From an optimization exercise on the open Yosys and OpenROAD flow, aimed at a short achievable clock period and few clock cycles; shortcuts taken in it are not production practice. RTL that was checked went through simulation tests only; none was proved equivalent to the original.

==> run a: inputs <==
// mips
module mips (
	input logic clk_i,
	input logic rstN_i,
	input logic [31:0] instr_i,
	input logic [31:0] dataRd_i,
	output logic [31:0] pcO_o,
	output logic memWrite_o,
	output logic [31:0] memAddr_o,
	output logic [31:0] memWdata_o
);
export LEC_CHECK = 0
export CAP_MARGIN = 20
export CORE_MARGIN = 2
export CORE_UTILIZATION = 40
export PLACE_DENSITY = 0.6
export SETUP_SLACK_MARGIN = 5
export SLEW_MARGIN = 20
create_clock -name core_clock -period 8.0 [get_ports {clk_i}]
standard.sh (not shown) runs the stock make flow with config.mk's settings and CLKGATE_MAP_FILE= SYNTH_SCRIPT=/design/flow/synth_recipe.tcl, a recipe that flattens the netlist after the stock synthesis.
==> flow/flow/run.sh <==
#!/bin/bash
set -euo pipefail
bash standard.sh synth > synth.log 2>&1
sed 's/SETUP_SLACK_MARGIN=5 /SETUP_SLACK_MARGIN=5.5 /' standard.sh > standard_margin.sh
grep -q 'SETUP_SLACK_MARGIN=5.5 ' standard_margin.sh
bash standard_margin.sh > layout.log 2>&1
==> run b: changes against run a <==
--- a/flow/design.v
+++ b/flow/design.v
@@ -115,41 +115,43 @@
 `timescale 1ns/1ps
 module regFile (
 	input logic clk_i,
 	input logic rstN_i,
 	input logic [31:1] rdSelA_i,
 	input logic [31:1] rdSelB_i,
 	input logic [31:1] wrSel_i,
 	input mipsPkg::wordT wrData_i,
-	output logic [31:1] written_o,
 	output mipsPkg::wordT rdDataA_o,
 	output mipsPkg::wordT rdDataB_o
 );
 	mipsPkg::wordT regs [1:31];
 	logic [31:1] written;
+	logic [31:1] selA;
+	logic [31:1] selB;
 	always_ff @(posedge clk_i) begin
 		for (int i = 1; i < 32; i++) begin
 			if (wrSel_i[i])
 				regs[i] <= wrData_i;
 		end
 	end
 	always_ff @(posedge clk_i) begin
 		if (!rstN_i)
 			written <= '0;
 		else
 			written <= written | wrSel_i;
 	end
-	assign written_o = written;
+	assign selA = rdSelA_i & written;
+	assign selB = rdSelB_i & written;
 	always_comb begin
 		rdDataA_o = '0;
 		rdDataB_o = '0;
 		for (int i = 1; i < 32; i++) begin
-			rdDataA_o = rdDataA_o | ({32{rdSelA_i[i]}} & regs[i]);
-			rdDataB_o = rdDataB_o | ({32{rdSelB_i[i]}} & regs[i]);
+			rdDataA_o = rdDataA_o | ({32{selA[i]}} & regs[i]);
+			rdDataB_o = rdDataB_o | ({32{selB[i]}} & regs[i]);
 		end
 	end
 endmodule
 `timescale 1ns/1ps
 module hazardUnit (
 	input logic loadNext_i,           
 	input mipsPkg::regIdxT loadDst_i,
 	input logic useRs_i,              
@@ -199,25 +201,27 @@
 					p[l][i] = p[l-1][i] & p[l-1][i - (1 << (l - 1))];
 				end else begin
 					g[l][i] = g[l-1][i];
 					p[l][i] = p[l-1][i];
 				end
 			end
 		end
 		carry = {g[5][30:0], cin_i};
-		carry[1] = (a_i[0] | b_i[0]) & ((a_i[0] & b_i[0]) | cin_i);
 		sum_o = p[0] ^ carry;
 	end
 endmodule
 module alu (
 	input logic selNN_i,
 	input logic selF_i,
+	input logic selFinv_i,
+	input logic selFFa_i,
 	input logic fwdA_i,
 	input logic fwdB_i,
+	input logic opArith_i,
 	input logic opAnd_i,
 	input logic opOr_i,
 	input logic opSlt_i,
 	input logic cin_i,
 	input mipsPkg::wordT a_i,
 	input mipsPkg::wordT b_i,
 	input mipsPkg::wordT fwd_i,
 	output mipsPkg::wordT addr_o,
@@ -228,24 +232,25 @@
 	mipsPkg::wordT arith;
 	mipsPkg::wordT opA;
 	mipsPkg::wordT opB;
 	logic diffSign;
 	logic signB;
 	logic lt;
 	ksAdd uNN (.a_i(a_i), .b_i(b_i), .cin_i(cin_i), .sum_o(sNN));
 	ksAdd uF (.a_i(fwd_i), .b_i(b_i), .cin_i(cin_i), .sum_o(sF));
-	assign arith = ({32{selNN_i}} & sNN) | ({32{selF_i}} & sF);
+	assign arith = ({32{selNN_i}} & sNN) | ({32{selF_i}} & sF) | ({32{selFinv_i}} & ~sF)
+		| ({32{selFFa_i}} & {fwd_i[30:0], 1'b0});
 	assign addr_o = fwdA_i ? sF : sNN;
 	assign opA = fwdA_i ? fwd_i : a_i;
 	assign opB = fwdB_i ? fwd_i : b_i;
-	assign diffSign = fwdA_i ? sF[31] : sNN[31];
-	assign signB = ~b_i[31];
+	assign diffSign = (fwdA_i && fwdB_i) ? 1'b0 : fwdA_i ? sF[31] : fwdB_i ? ~sF[31] : sNN[31];
+	assign signB = fwdB_i ? fwd_i[31] : ~b_i[31];
 	assign lt = (opA[31] ^ signB) ? opA[31] : diffSign;
-	assign result_o = arith
+	assign result_o = ({32{opArith_i}} & arith)
 		| ({32{opAnd_i}} & (opA & opB))
 		| ({32{opOr_i}} & (opA | opB))
 		| {31'd0, opSlt_i & lt};
 endmodule
 `timescale 1ns/1ps
 module mips (
 	input logic clk_i,
 	input logic rstN_i,
@@ -270,28 +275,29 @@
 	logic idRsMem;
 	logic idRsWb;
 	logic idRtEx;
 	logic idRtMem;
 	logic idRtWb;
 	logic exRegWrite;
 	logic exLoad;
 	logic exStore;
-	logic exBrNN;
-	logic exBrFN;
-	logic exBrNF;
+	logic exBranch;
 	logic exAnd;
 	logic exOr;
 	logic exSlt;
+	logic exArith;
 	logic exCin;
 	logic exFwdA;
 	logic exFwdB;
 	logic exFwdS;
 	logic exSelNN;
 	logic exSelF;
+	logic exSelFinv;
+	logic exSelFFa;
 	mipsPkg::regIdxT exDst;
 	mipsPkg::wordT exA;
 	mipsPkg::wordT exB;
 	mipsPkg::wordT exS;
 	mipsPkg::pcT exTarget;
 	logic memRegWrite;
 	logic memLoad;
 	logic memStore;
@@ -314,35 +320,34 @@
 	logic nRtEx;
 	logic nRtMem;
 	logic nRtWb;
 	logic stallNext;
 	mipsPkg::regIdxT rs;
 	mipsPkg::regIdxT rt;
 	mipsPkg::regIdxT dst;
 	mipsPkg::wordT rsReg;
-	logic [31:1] regWritten;
 	mipsPkg::wordT rtReg;
 	mipsPkg::wordT rsVal;
 	mipsPkg::wordT rtVal;
 	logic fwdRs;
 	logic fwdRt;
 	mipsPkg::wordT imm;
 	mipsPkg::pcT idTarget;
 	logic stall;
 	logic idSub;
 	logic idFwdA;
 	logic idFwdB;
 	logic idSwap;
-	logic idArith;
 	mipsPkg::wordT memVal;
 	mipsPkg::wordT opA;
 	mipsPkg::wordT opB;
 	mipsPkg::wordT aluRes;
 	mipsPkg::wordT aluAddr;
+	logic exEq;
 	logic exTaken;
 	assign pcO_o = {20'd0, pc, 2'b00};
 	assign pcNext = pc + 10'd1;
 	assign fJump = instr_i[31:26] == mipsPkg::opBeq && instr_i[25:21] == instr_i[20:16];
 	assign fTarget = pcNext + instr_i[9:0];
 	assign pcHold = exTaken ? exTarget : stall ? pc : pcNext;
 	always_ff @(posedge clk_i) begin
 		if (!rstN_i)
@@ -362,31 +367,29 @@
 		if (!rstN_i)
 			stall <= 1'b0;
 		else
 			stall <= stallNext;
 	end
 	always_ff @(posedge clk_i) begin
 		idRsEx <= nRsEx;
 		idRsMem <= nRsMem;
-		idRsWb <= nRsWb && !nRsMem;
+		idRsWb <= nRsWb;
 		idRtEx <= nRtEx;
 		idRtMem <= nRtMem;
-		idRtWb <= nRtWb && !nRtMem;
+		idRtWb <= nRtWb;
 	end
 	always_ff @(posedge clk_i) begin
 		if (!stall) begin
 			idInstr <= instr_i;
 			idPc1 <= pcNext;
-		end
-	end
-	always_ff @(posedge clk_i) begin
-		for (int i = 1; i < 32; i++) begin
-			idRsSel[i] <= nRs == 5'(i) && (regWritten[i] || wbSel[i]) && !nRsMem && !nRsWb;
-			idRtSel[i] <= nRt == 5'(i) && (regWritten[i] || wbSel[i]) && !nRtMem && !nRtWb;
+			for (int i = 1; i < 32; i++) begin
+				idRsSel[i] <= instr_i[25:21] == 5'(i);
+				idRtSel[i] <= instr_i[20:16] == 5'(i);
+			end
 		end
 	end
 	assign rs = idInstr[25:21];
 	assign rt = idInstr[20:16];
 	decoder uDecoder (.instr_i(idInstr), .ctrl_o(dec));
 	assign dst = dec.dstIsRd ? idInstr[15:11] : rt;
 	assign imm = dec.luiImm ? {idInstr[15:0], 16'd0}
 		: dec.zextImm ? {16'd0, idInstr[15:0]}
@@ -394,23 +397,22 @@
 	assign idTarget = idPc1 + idInstr[9:0];
 	regFile uRegFile (
 		.clk_i(clk_i),
 		.rstN_i(rstN_i),
 		.rdSelA_i(idRsSel),
 		.rdSelB_i(idRtSel),
 		.wrSel_i(wbSel),
 		.wrData_i(wbVal),
-		.written_o(regWritten),
 		.rdDataA_o(rsReg),
 		.rdDataB_o(rtReg)
 	);
 	assign memVal = memLoad ? dataRd_i : memRes;
-	assign rsVal = ({32{idRsMem}} & memVal) | ({32{idRsWb}} & wbVal) | rsReg;
-	assign rtVal = ({32{idRtMem}} & memVal) | ({32{idRtWb}} & wbVal) | rtReg;
+	assign rsVal = idRsMem ? memVal : idRsWb ? wbVal : rsReg;
+	assign rtVal = idRtMem ? memVal : idRtWb ? wbVal : rtReg;
 	assign fwdRs = idRsEx;
 	assign fwdRt = idRtEx;
 	decoder uFetchDecoder (.instr_i(instr_i), .ctrl_o(fDec));
 	assign idToEx = idValid && !stall && !exTaken;
 	assign nRs = stall ? rs : instr_i[25:21];
 	assign nRt = stall ? rt : instr_i[20:16];
 	forwardUnit uFwdRs (
 		.src_i(nRs),
@@ -421,79 +423,78 @@
 	);
 	forwardUnit uFwdRt (
 		.src_i(nRt),
 		.exWr_i(idToEx && dec.regWrite && dst != 5'd0), .exDst_i(dst),
 		.memWr_i(exRegWrite), .memDst_i(exDst),
 		.wbWr_i(memRegWrite), .wbDst_i(memDst),
 		.fromEx_o(nRtEx), .fromMem_o(nRtMem), .fromWb_o(nRtWb)
 	);
-	logic aluWait;
-	assign aluWait = !stall && ((nRtEx && fDec.useRt && (fDec.opSub || fDec.opSlt) && !(nRsEx && fDec.useRs))
-		|| (nRsEx && fDec.useRs && nRtEx && fDec.useRt && (fDec.opAdd || fDec.opSub || fDec.opSlt)));
-	logic loadWait;
 	hazardUnit uHazard (
 		.loadNext_i(idToEx && dec.isLoad),
 		.loadDst_i(dst),
 		.useRs_i(fDec.useRs),
 		.useRt_i(fDec.useRt | fDec.storeRt),
 		.rs_i(instr_i[25:21]),
 		.rt_i(instr_i[20:16]),
-		.stallNext_o(loadWait)
+		.stallNext_o(stallNext)
 	);
-	assign stallNext = loadWait || aluWait;
 	assign idFwdA = fwdRs && dec.useRs;
 	assign idFwdB = fwdRt && dec.useRt;
 	assign idSub = dec.opSub || dec.opSlt;
-	assign idArith = dec.opAdd || dec.opSub;
-	assign idSwap = dec.opAdd && idFwdB && !idFwdA;
+	assign idSwap = (dec.opAdd || dec.opSub || dec.opSlt) && idFwdB && !idFwdA;
 	always_ff @(posedge clk_i) begin
 		if (!rstN_i || exTaken || stall || !idValid) begin
 			exRegWrite <= 1'b0;
 			exLoad <= 1'b0;
 			exStore <= 1'b0;
-			exBrNN <= 1'b0;
-			exBrFN <= 1'b0;
-			exBrNF <= 1'b0;
+			exBranch <= 1'b0;
 		end else begin
 			exRegWrite <= dec.regWrite && dst != 5'd0;
 			exLoad <= dec.isLoad;
 			exStore <= dec.isStore;
-			exBrNN <= dec.isBranch && !fwdRs && !fwdRt;
-			exBrFN <= dec.isBranch && fwdRs;
-			exBrNF <= dec.isBranch && fwdRt;
+			exBranch <= dec.isBranch;
 		end
 	end
 	always_ff @(posedge clk_i) begin
 		exAnd <= dec.opAnd;
 		exOr <= dec.opOr;
 		exSlt <= dec.opSlt;
-		exCin <= idSub;
+		exArith <= dec.opAdd || dec.opSub;
+		exCin <= idSub && !idSwap;
 		exFwdA <= idFwdA;
 		exFwdB <= idFwdB;
-		exSelNN <= idArith && !idFwdA && !idFwdB;
-		exSelF <= idArith && ((idFwdA && !idFwdB) || idSwap);
+		exSelNN <= !idFwdA && !idFwdB;
+		exSelF <= (idFwdA && !idFwdB) || (idSwap && !idSub);
+		exSelFinv <= idSwap && idSub;
+		exSelFFa <= idFwdA && idFwdB && !idSub;
 		exFwdS <= fwdRt;
 		exDst <= dst;
 		exA <= dec.luiImm ? 32'd0 : rsVal;
 		if (idSwap)
-			exB <= rsVal;
+			exB <= idSub ? ~rsVal : rsVal;
 		else
 			exB <= dec.immB ? imm : idSub ? ~rtVal : rtVal;
 		exS <= rtVal;
 		exTarget <= idTarget;
 	end
 	alu uAlu (
-		.selNN_i(exSelNN), .selF_i(exSelF),
-		.fwdA_i(exFwdA), .fwdB_i(exFwdB),
-		.opAnd_i(exAnd), .opOr_i(exOr), .opSlt_i(exSlt), .cin_i(exCin),
+		.selNN_i(exSelNN), .selF_i(exSelF), .selFinv_i(exSelFinv), .selFFa_i(exSelFFa), .fwdA_i(exFwdA), .fwdB_i(exFwdB),
+		.opArith_i(exArith), .opAnd_i(exAnd), .opOr_i(exOr), .opSlt_i(exSlt), .cin_i(exCin),
 		.a_i(exA), .b_i(exB), .fwd_i(memRes), .addr_o(aluAddr), .result_o(aluRes)
 	);
-	assign exTaken = (exBrNN && exA == exB) || (exBrFN && memRes == exB)
-		|| (exBrNF && exA == memRes);
+	always_comb begin
+		case ({exFwdA, exFwdB})
+			2'b10: exEq = memRes == exB;
+			2'b01: exEq = exA == memRes;
+			2'b11: exEq = 1'b1;
+			default: exEq = exA == exB;
+		endcase
+	end
+	assign exTaken = exBranch && exEq;
 	always_ff @(posedge clk_i) begin
 		if (!rstN_i) begin
 			memRegWrite <= 1'b0;
 			memLoad <= 1'b0;
 			memStore <= 1'b0;
 		end else begin
 			memRegWrite <= exRegWrite;
 			memLoad <= exLoad;
==> flow/run.sh (new file) <==
#!/bin/bash
# synth_recipe.tcl (not shown) runs the flow's synth.tcl, then flattens the netlist and writes it again
# the make line also repeats each setting of config.mk as NAME=value (left out here)
make -C /OpenROAD-flow-scripts/flow DESIGN_CONFIG=/design/flow/config.mk WORK_HOME=/design/flow/orfs CLKGATE_MAP_FILE= SYNTH_SCRIPT=/design/flow/synth_recipe.tcl finish
removed: flow/flow/run.sh
removed: flow/standard.sh
==> comparison table <==
Maximum fanout count along the critical path: run a 5; run b 4
Worst-path cell with the longest stage delay: run a a311o_2; run b or4_4
Post-synthesis share of cell area spent on full adders, half adders and majority gates: run a 1.79%; run b 1.76%
Area share of the largest cell type after synthesis: run a 50.8%; run b 51.3%
Outcome: run a complete, no violations; run b complete, no violations
WP data arrival: run a 3.67 ns; run b 3.93 ns
Area growth from synthesis to layout: run a 22.2%; run b 19.0%
Worst setup path endpoint: run a memAddr[30]; run b memRes[30]
Syn_area_per_cell: run a 13.0 um^2; run b 12.7 um^2
Clock transition at path regs: run a 0.06 ns; run b 0.07 ns
Worst hold slack: run a 0.417 ns; run b 0.353 ns
Reg2reg end: run a memAddr[30]; run b memRes[30]
Fraction of final layout cells sized beyond drive strength 1: run a 25.4%; run b 20.1%
Testbench counts of run a, summed over its fixed seeds: cycles 26,693.
Only the layout flow was run in run b; the RTL was not checked for function there.

port drivers added, routing unchanged:
Ports are ideal in the flow. The routed layouts listed here were re-timed in OpenROAD. Step 1 assumes that a clkbuf_16 drives the clock port and a buf_2 every other input. Step 2 also shifts input and output timing later by t, the mid clock arrival at the registers, as if the neighbouring blocks saw the same clock. a / b / c = ideal / step 1 / step 2; a / b = the first two.
run | shift t [ns] | setup slack, ns | worst hold slack (ns)
run a | 0.877 | 4.993 / 4.993 / 4.239 | 0.417 / 0.417 / 0.417
run b | 0.886 | 4.812 / 4.812 / 4.224 | 0.353 / 0.353 / 0.353
After both steps every run listed still meets setup and hold. For run a, which loses most, drivers alone change the setup slack by 0.000 ns; drivers and shift together by -0.754 ns.
